From an optimization exercise on the open Yosys and OpenROAD flow, aimed at small area, a short achievable clock period and few clock cycles per item; shortcuts taken in it are not production practice.
Only simulation tests tie the RTL to the original design; equivalence was not proved.
No activity file was given, so power comes from the tool's default toggle rates.

## job 4486
// cpu6_mmu
module cpu6_mmu #(
    parameter int queue_depth = 4
) (
    input logic clock,
    input logic reset,
    input logic [mmu_pkg::page_base_width-1:0] page_base,
    input mmu_pkg::request_t request,
    input logic request_valid,
    output logic request_ready,
    output mmu_pkg::response_t response,
    output logic response_valid,
    input logic response_ready,
    output mmu_pkg::physical_addr_t address_bus,
    output mmu_pkg::data_t data_out,
    input mmu_pkg::data_t data_in,
    output logic write_en
);
export LEC_CHECK = 0
export CAP_MARGIN = 20
export CORE_MARGIN = 2
export CORE_UTILIZATION = 70
export CTS_CLUSTER_DIAMETER = 90
export CTS_CLUSTER_SIZE = 25
export SETUP_SLACK_MARGIN = 5.0
export SLEW_MARGIN = 20
create_clock -name core_clock -period 8.0 [get_ports {clock}]
standard.sh (not shown) runs the stock make flow with config.mk's settings and CLKGATE_MAP_FILE= SYNTH_SCRIPT=/design/flow/synth_recipe.tcl, a recipe that flattens the netlist after the stock synthesis.
==> flow/flow/run.sh <==
#!/bin/bash
# Standard layout, with the port buffers made from plain buffers (buffer_ports
# otherwise picks a delay buffer, which slows every input and output path).
set -euo pipefail
export BUFFER_PORTS_ARGS="-buffer_cell sky130_fd_sc_hd__buf_2"
bash standard.sh finish > make_flow.log 2>&1
Having completed the whole flow, job 4486 delivered a layout that passed the timing, design-rule and antenna checks.
Testbench counts of job 4486, summed over its fixed seeds: cycles 20,031, responses 18,164.
Inputs modified between job 4486 and job 4126:
-- flow/config.mk --
<<< job 4486, line 9
export CORE_MARGIN = 2
export CORE_UTILIZATION = 70
export CTS_CLUSTER_DIAMETER = 90
export CTS_CLUSTER_SIZE = 25
export SETUP_SLACK_MARGIN = 5.0
>>> job 4126, line 9
export CORE_MARGIN = 2
export CORE_UTILIZATION = 62
export CTS_CLUSTER_DIAMETER = 100
export CTS_CLUSTER_SIZE = 20
export SETUP_SLACK_MARGIN = 5.0
Findings:
- Timing, DRC, antenna: 0 failures across job 4126 and job 4486
- Job 4486 → job 4126: worst-case setup slack after placement went down 0.052 ns, final worst setup slack now sits at about the same level, final critical delay including setup and external delays neither gained nor lost much, post-synthesis mux area share barely changed, die area increased 13%.
- In terms of fmax, job 4126 and job 4486 differ only marginally.
- Relative to job 4486, job 4126 degrades clock distribution power.
- Part of the total power dissipated in combinational logic: job 4126 vs job 4486, no meaningful difference
Inputs modified between job 4126 and job 5177:
-- flow/config.mk --
<<< job 4126, line 10
export CORE_UTILIZATION = 62
export CTS_CLUSTER_DIAMETER = 100
export CTS_CLUSTER_SIZE = 20
export SETUP_SLACK_MARGIN = 5.0
>>> job 5177, line 10
export CORE_UTILIZATION = 62
export CTS_CLUSTER_DIAMETER = 90
export CTS_CLUSTER_SIZE = 25
export SETUP_SLACK_MARGIN = 5.0
Findings:
In summary, job 5177 completed successfully, with a layout that passed the timing, design-rule and antenna checks.
Final cell count of job 4126 is on par with job 5177.
Re global-route wire length before repair: job 4126 was higher than job 5177.
For the power share of the clock group, job 5177 came in 2.8 points lower than job 4126 did.
The final cycle utilization of the critical path of job 5177 is higher than that of job 4126.

========
build 83:
Another version of the RTL of cpu6_mmu (not shown whole).
Size: roughly 2300 flip-flops, ~83000 sq um of cells after synthesis.
Settings: LEC_CHECK=0, CAP_MARGIN=20, CORE_MARGIN=2, CORE_UTILIZATION=62, CTS_CLUSTER_DIAMETER=100, CTS_CLUSTER_SIZE=20, SETUP_SLACK_MARGIN=5.0, SLEW_MARGIN=20; clock period 8.0 ns.
Scripts as last shown in full above: flow/flow/run.sh
Build 83 reached the end of the flow, and the finished layout is clean on the timing, design-rule and antenna checks.
Testbench counts of build 83, summed over its fixed seeds: cycles 20,031, responses 18,164.
Modified inputs, build 81 compared to build 83
- swapping 100 for 90 in CTS_CLUSTER_DIAMETER
- swapping 20 for 25 in CTS_CLUSTER_SIZE
- swapping 62 for 76 in CORE_UTILIZATION
Notes after the runs:
- Build 81 finished all stages; the layout is clean.
- Build 83: no failed stages, no open violations at the end
- In terms of depth of the worst hold-timing path, build 81 and build 83 differ only marginally.
- Sort build 81 and build 83 by detailed-route wire length, descending, and build 83 comes first.
- Build 81 gives more worst setup slack than build 83 did.
- Build 81 vs build 83, placeable core area went down by 18%.
### build 81 -> build 80
- CORE_UTILIZATION now 70, was 76
### Flow results
Final non-filler cell area: build 80 vs build 81 — no meaningful difference. On height of the die, the lower figure sits with build 81, not build 80. ~same power in build 80 and build 81. On hold slack, build 80 tracks build 81 almost exactly. Going from build 81 to build 80, worst setup slack after placement shrank by 0.0051 ns, number of clock buffer instances in the layout shrank by 6.9%. Register-to-register slack was higher in build 80 than in build 81. Compared build 81 against build 80; clock buffer and inverter area fraction after layout within noise.

separate check: timing with driven ports:
How much do the figures lean on ideal ports? The routed layouts below were timed once more, with nothing changed but the port constraints.
Step 1: set_driving_cell puts a clkbuf_16 on clock and a buf_2 on each other input, an assumption about the parent block.
Step 2 moves the port delays by t, midway between the first and last clock arrival at a register: inputs arrive t later, outputs are due t later. That takes back most of the time a late clock gives input paths.
Slacks: ideal / step 1 / step 2; pairs: ideal / step 1.
run | shift t [ns] | setup WS [ns] | worst setup path at the end | worst slew at a driven data input, ns | cell pins on the clock port's net
job 4486 | 0.821 | 5.059 / 4.975 / 4.721 | input to register | 0.12 | 1
job 4126 | 0.861 | 5.061 / 4.980 / 4.705 | input to register | 0.14 | 1
job 5177 | 0.815 | 5.021 / 4.945 / 4.714 | input to register | 0.16 | 1
build 83 | 0.867 | 5.058 / 4.972 / 4.715 | input to register | 0.15 | 1
build 81 | 0.794 | 5.097 / 5.021 / 4.722 | input to register | 0.14 | 1
build 80 | 0.810 | 5.121 / 5.039 / 4.748 | input to register | 0.15 | 1
After both steps every run listed still meets setup and hold. For build 81, which loses most, drivers alone change the setup slack by -0.076 ns; drivers and shift together by -0.375 ns.
